Source: an optimization exercise on an open RTL-to-GDS flow (aim: small area and a short achievable clock period). Production flows keep margins and buffers that such runs may drop. The RTL was checked by simulation tests, not by an equivalence proof against the original design. Power and IR drop assume default switching activity.

`flow/config.mk`:
```
export PLATFORM = sky130hd
export DESIGN_NAME = panel_fb_arbiter
export DESIGN_NICKNAME = panel_fb_arbiter
export VERILOG_FILES = /design/flow/design.v
export SDC_FILE = /design/flow/constraint.sdc
export NUM_CORES = 4
export LEC_CHECK = 0
export CAP_MARGIN = 20
export CORE_MARGIN = 2
export CORE_UTILIZATION = 40
export SLEW_MARGIN = 20
```
`flow/constraint.sdc`:
```
create_clock -name core_clock -period 5.0 [get_ports {i_clock}]
set_input_delay 1.0000 -clock core_clock [delete_from_list [all_inputs] [get_ports {i_clock}]]
set_output_delay 1.0000 -clock core_clock [all_outputs]
set_load 0.01 [all_outputs]
```
`flow/design.v`:
```
module panel_fb_arbiter #(
    parameter int COLOR_DEPTH = 1,
    parameter int ROWS        = 16,
    parameter int COLS        = 32
) (
    input  logic                                i_clock,
    input  logic                                i_reset,
    input  logic                                i_rd_req,
    input  logic [$clog2(ROWS):0]               i_rd_row,
    input  logic [$clog2(COLS):0]               i_rd_col,
    output logic                                o_rd_gnt,
    output logic                                o_rd_valid,
    output logic [3*COLOR_DEPTH-1:0]            o_rd_data,
    input  logic                                i_frame_end,
    input  logic                                i_wr_valid,
    input  logic [$clog2(COLS):0]               i_wr_x,
    input  logic [$clog2(ROWS):0]               i_wr_y,
    input  logic [3*COLOR_DEPTH-1:0]            i_wr_rgb,
    output logic                                o_wr_ready,
    output logic                                o_wr_err,
    input  logic                                i_swap_req,
    output logic                                o_swap_done,
    output logic                                o_display_bank
);
    localparam int PW        = 3 * COLOR_DEPTH;
    localparam int RB        = $clog2(ROWS);
    localparam int CB        = $clog2(COLS);
    localparam int RW        = RB + 1;
    localparam int CW        = CB + 1;
    localparam int AW        = 1 + RB + CB;
    localparam int MEM_DEPTH = 1 << AW;
    localparam logic [RW-1:0] ROW_LIM = RW'(ROWS);
    localparam logic [CW-1:0] COL_LIM = CW'(COLS);
    typedef enum logic [0:0] {
        ST_IDLE    = 1'b0,
        ST_PENDING = 1'b1
    } swap_state_t;
    swap_state_t   r_state;
    swap_state_t   w_state_next;
    logic          r_display_bank;
    logic [1:0]    r_starve_cnt;
    logic          r_rd_valid;
    logic [PW-1:0] r_rd_data;
    logic          r_wr_err;
    logic          r_swap_done;
    logic [PW-1:0] r_mem [0:MEM_DEPTH-1];
    logic          w_swap_pending;
    logic          w_wr_ready;
    logic          w_rd_gnt;
    logic          w_wr_fire;
    logic          w_flip;
    logic          w_rd_oob;
    logic          w_wr_oob;
    logic [AW-1:0] w_rd_addr;
    logic [AW-1:0] w_wr_addr;
    assign w_swap_pending = (r_state == ST_PENDING);
    assign w_wr_ready     = !w_swap_pending && (!i_rd_req || (r_starve_cnt == 2'd3));
    assign w_rd_gnt       = i_rd_req && !(w_wr_ready && i_wr_valid);
    assign w_wr_fire      = i_wr_valid && w_wr_ready;
    assign w_rd_oob       = (i_rd_row >= ROW_LIM) || (i_rd_col >= COL_LIM);
    assign w_wr_oob       = (i_wr_y >= ROW_LIM) || (i_wr_x >= COL_LIM);
    assign w_rd_addr      = {r_display_bank, i_rd_row[RB-1:0], i_rd_col[CB-1:0]};
    assign w_wr_addr      = {~r_display_bank, i_wr_y[RB-1:0], i_wr_x[CB-1:0]};
    assign o_rd_gnt       = w_rd_gnt;
    assign o_wr_ready     = w_wr_ready;
    assign o_rd_valid     = r_rd_valid;
    assign o_rd_data      = r_rd_data;
    assign o_wr_err       = r_wr_err;
    assign o_swap_done    = r_swap_done;
    assign o_display_bank = r_display_bank;
    always_comb begin
        w_state_next = r_state;
        w_flip       = 1'b0;
        case (r_state)
            ST_IDLE: begin
                if (i_swap_req && i_frame_end) begin
                    w_flip = 1'b1;
                end else if (i_swap_req) begin
                    w_state_next = ST_PENDING;
                end else begin
                    w_state_next = ST_IDLE;
                end
            end
            ST_PENDING: begin
                if (i_frame_end) begin
                    w_flip       = 1'b1;
                    w_state_next = ST_IDLE;
                end else begin
                    w_state_next = ST_PENDING;
                end
            end
            default: begin
                w_state_next = ST_IDLE;
            end
        endcase
    end
    always_ff @(posedge i_clock or posedge i_reset) begin
        if (i_reset) begin
            r_state        <= ST_IDLE;
            r_display_bank <= 1'b0;
            r_swap_done    <= 1'b0;
        end else begin
            r_state        <= w_state_next;
            r_display_bank <= r_display_bank ^ w_flip;
            r_swap_done    <= w_flip;
        end
    end
    always_ff @(posedge i_clock or posedge i_reset) begin
        if (i_reset) begin
            r_starve_cnt <= 2'd0;
            r_wr_err     <= 1'b0;
        end else begin
            r_wr_err <= w_wr_fire && w_wr_oob;
            if (w_wr_fire) begin
                r_starve_cnt <= 2'd0;
            end else if (i_wr_valid && !w_swap_pending && w_rd_gnt
                         && (r_starve_cnt != 2'd3)) begin
                r_starve_cnt <= r_starve_cnt + 2'd1;
            end
        end
    end
    always_ff @(posedge i_clock or posedge i_reset) begin
        if (i_reset) begin
            r_rd_valid <= 1'b0;
            r_rd_data  <= {PW{1'b0}};
        end else begin
            r_rd_valid <= w_rd_gnt;
            if (w_rd_gnt) begin
                r_rd_data <= w_rd_oob ? {PW{1'b0}} : r_mem[w_rd_addr];
            end
        end
    end
    always_ff @(posedge i_clock) begin
        if (w_wr_fire && !w_wr_oob) begin
            r_mem[w_wr_addr] <= i_wr_rgb;
        end
    end
endmodule
```
`flow/run.sh`:
```
#!/bin/bash
# synth_recipe.tcl (not shown) runs the flow's synth.tcl, then flattens the netlist and writes it again
# the make line also repeats each setting of config.mk as NAME=value (left out here)
make -C /OpenROAD-flow-scripts/flow DESIGN_CONFIG=/design/flow/config.mk WORK_HOME=/design/flow/orfs CLKGATE_MAP_FILE= SYNTH_SCRIPT=/design/flow/synth_recipe.tcl finish
```
==> flow_summary_export.csv <==
group,metric,value,unit
run_status,outcome,"finished clean",
global_route,overflow,0,
setup_path,worstSetupPathType,"primary input to flop",
logic_synthesis,synth_most_common_cell,"edfxtp_1",
routing,wl_per_cell,32.3,microns
cts,cts_setup_buffers,0,
logic_synthesis,ys_types,68,
placement,port_buffers,39,
timing,finClkSkew,0.0767,ns
logic_synthesis,synth_seq_area_share,74.8,%
floorplan,start_util,40.1,%
routing,vias,66000,
floorplan,die_w,560,microns
final_layout,regArea,92500,sq um
floorplan,io-pin-count,40,
setup_path,rrSetupSlack,1.67,ns
pwr,leakagePower,0.0439,uW
setup_path,reg2reg_depth,10,
timing,timing.hold.ws,0.464,ns
cts,cts_tree,"yes",
logic_synthesis,netlist_area,124000,sq um
timing,rsz0062_at_grt,"no",
timing,slew_viol_final,0,
setup_path,worstSetupEndpointType,"flop",
pwr,p_total,55400,uW
setup_path,required,5.81,ns
final_layout,final_layout_size_suffix_gt1_share,22.0,%
setup_path,cpPeakStageDelay,0.73,ns
cts,clockBufferDepth,4,
setup_path,crit_slowest_cell,"nor3_1",
placement,place_hpwl,219000,microns
setup_path,worstReg2RegEnd,"r_mem[825][2]$_DFFE_PP_",
cts,htree_levels,5,
timing,hold_viol,0,
logic_synthesis,avgSynthCellArea,19.0,sq um
logic_synthesis,ys_seq_elements,3082,
floorplan,die_area,314000,sq um
placement,place_area,130000,sq um
pwr,peakVddDrop,0.000308,V
timing,timing.fmax,250,MHz
global_route,grtUsageTotal,22.5,%
setup_path,critPathLaunch,"i_rd_col[1]",
final_layout,final_cells,11100,
final_layout,nFillCells,25900,
routing,dr.pass1.iters,6,
cts,root_buffer,"clkbuf_16",
final_layout,final_area,141000,sq um
global_route,grt_max_degree,194,
timing,setup_viol,0,
cts,clkTransAtPathRegs,0.06,ns
final_layout,syn2layout_area_growth,13.7,%
global_route,grt_pass1_wl,505000,microns
routing,drt-total-wl,359000,microns
logic_synthesis,synth_area_leaders,"edfxtp_1, mux4_2, nor2_1",
logic_synthesis,async_flop_share,0.324,%
pwr,p_per_area,394,nW/um^2
setup_path,path_max_fanout,36,
worst_hold_path,min_path_type,"primary input to asynchronous set/reset pin",
flow_run,cap_violations,0,
final_layout,multiInputGateArea,28400,sq um
floorplan,die_h,560,microns
setup_path,critPathCapture,"r_rd_data[1]$_DFFE_PP0N_",
final_layout,nNetsFinal,6774,
logic_synthesis,syn_inst,6522,
global_route,grt_antenna_before_repair,17,
floorplan,rows,204,
logic_synthesis,synth_edf_count,3072,
logic_synthesis,synth_nets,6554,
setup_path,cp_cell_sequence,"buf_8, buf_12, nand2_4, buf_12, o221ai_1, a21oi_1, nor3_1, nor4_1, buf_4, nor3_1, buf_4, o32ai_1, a21oi_1",
routing,viasPerCell,5.93,
cts,numCtsBuffers,321,
routing,drc,0,
setup_path,arrival,4.81,ns
logic_synthesis,synthTopCellsByCount,"edfxtp_1, nor2_1, mux4_2",
global_route,grt_pass1_vias,66400,
setup_path,timing.rr.start,"r_starve_cnt[0]$_DFFE_PP0P_",
cts,cts.sinks,3082,
routing,ant_nets,0,
cts,postCtsHoldBufs,0,
timing,period_share,79.9,%
routing,drtIter0Drc,8721,
logic_synthesis,ys_warn_count,1,
cts,cts_resized,0,
cts,clk-insertion-delay-late,0.89,ns
setup_path,start_kind,"primary input",
timing,relSlewSlack,28.2,%
logic_synthesis,synthFlopType,"edfxtp_1",
floorplan,core_area,308000,sq um
logic_synthesis,synth_top_cell_by_area,"edfxtp_1",
placement,gp_congestion,0.883,
placement,place_inst,10500,
timing,min_period,3.99,ns
timing,worstMarginPinSlew,1.08,ns
logic_synthesis,yosysTopAreaCellShare,74.6,%
==> worst min path at each step <==
stage	to	slack [ns]	depth (start not counted)
2_1_floorplan	r_starve_cnt[1]$_DFFE_PP0P_	0.48	1
3_3_place_gp	r_starve_cnt[1]$_DFFE_PP0P_	0.50	1
3_5_place_dp	r_starve_cnt[1]$_DFFE_PP0P_	0.50	1
4_1_cts	r_state$_DFF_PP0_	0.43	2
5_1_grt	r_state$_DFF_PP0_	0.46	2
6_report	r_state$_DFF_PP0_	0.46	2
==> layout make-up <==
| type | count | share of cell area (%) |
|---|---|---|
| tap | 4120 | 3.67 |
| multi-input combinational | 2943 | 20.2 |
| timing repair buffer | 384 | 2.86 |
| inverter | 10 | 0.0356 |
| antenna | 14 | 0.0249 |
| sequential | 3082 | 65.8 |
| clock inverter | 183 | 1.45 |
| clock buffer | 383 | 5.94 |
==> where the power goes <==
group          total (uW)  internal [uW]  switching [uW]
registers           28500          28400            35.4
clock network       24000          14000           10000
logic                2980           1040            1940
==> registers in the layout, summed over array words and instances (netlist names) <==
signal,count
r_display_bank,1
r_mem,3072
r_rd_data,3
r_rd_valid,1
r_starve_cnt,2
r_state,1
r_swap_done,1
r_wr_err,1
==> cell families after synthesis <==
logic type      share of synthesized area [%]
buf+inv                                  2.42
compound gates                           2.65
fa+ha+maj                              0.0101
simple gates                             4.73
flops                                    74.8
mux                                      15.4
xor+xnor                              0.00709
==> cell usage in the layout, fill, tap and decap left out, types with 9 or more instances in the layout <==
master	n
mux4_1	23
edfxtp_1	3072
nor2b_1	18
o221ai_1	102
a22oi_1	11
nand3_1	27
a22o_1	9
nand2_4	33
a21oi_1	72
clkdlybuf4s50_1	28
o22ai_1	105
clkinv_1	59
clkbuf_1	58
clkbuf_16	325
nor2_1	1075
clkinv_2	51
nand2b_1	9
a2111oi_0	11
dfrtp_1	10
buf_12	81
mux2i_1	333
diode_2	14
nor3_1	48
a221oi_1	11
nor4_1	13
a211oi_1	27
mux4_2	665
inv_6	10
bufinv_16	39
buf_4	265
and2_1	11
nand2_1	159
o21ai_0	53
clkinvlp_4	14
a31oi_1	11
==> metal layers <==
| layer | share of wire, % | global-route usage [%] |
|---|---|---|
| met1 | 39 | 30.1 |
| met2 | 48 | 36.5 |
| met3 | 8.5 | 4.46 |
| met4 | 4.0 | 8.27 |
| met5 | 0.010 | 0 |
==> critical path, delay by kind of cell <==
family                 cells  cell delay (ns)
AND/OR/NAND/NOR            4             1.63
AO/OA/AOI/OAI              4             0.66
buffers and inverters      5             1.36
==> metrics by stage <==
step	TNS, ns	setup slack [ns]	utilization [%]
2_1_floorplan	0	1.66	-
3_3_place_gp	-0.135	-0.132	42.2
3_5_place_dp	0	0.220	42.2
4_1_cts	0	1.14	45.6
5_1_grt	0	0.997	45.6
6_report	0	1.01	45.6

## separate check: timing with driven ports
How much do the figures lean on ideal ports? The routed layout below was timed once more, with nothing changed but the port constraints.
Step 1 sets driving cells, clkbuf_16 on the clock port and buf_2 on the other inputs (assumed; they add their load-dependent delay and slew).
Step 2 adds t to the input delays and takes it off the output delays; t is the mean of the earliest and latest rising clock arrival at the registers after step 1. Input paths then give back, and output paths get back, about the clock's delay inside the block.
Slacks: ideal / step 1 / step 2; pairs: ideal / step 1.
t, ns: 0.958
slack for setup (ns): 1.006 / 1.048 / 0.091
hold slack, ns: 0.464 / 0.393 / 0.515
After both steps setup and hold are still met in this run. For this run, drivers alone change the setup slack by +0.042 ns; drivers and shift together by -0.915 ns.
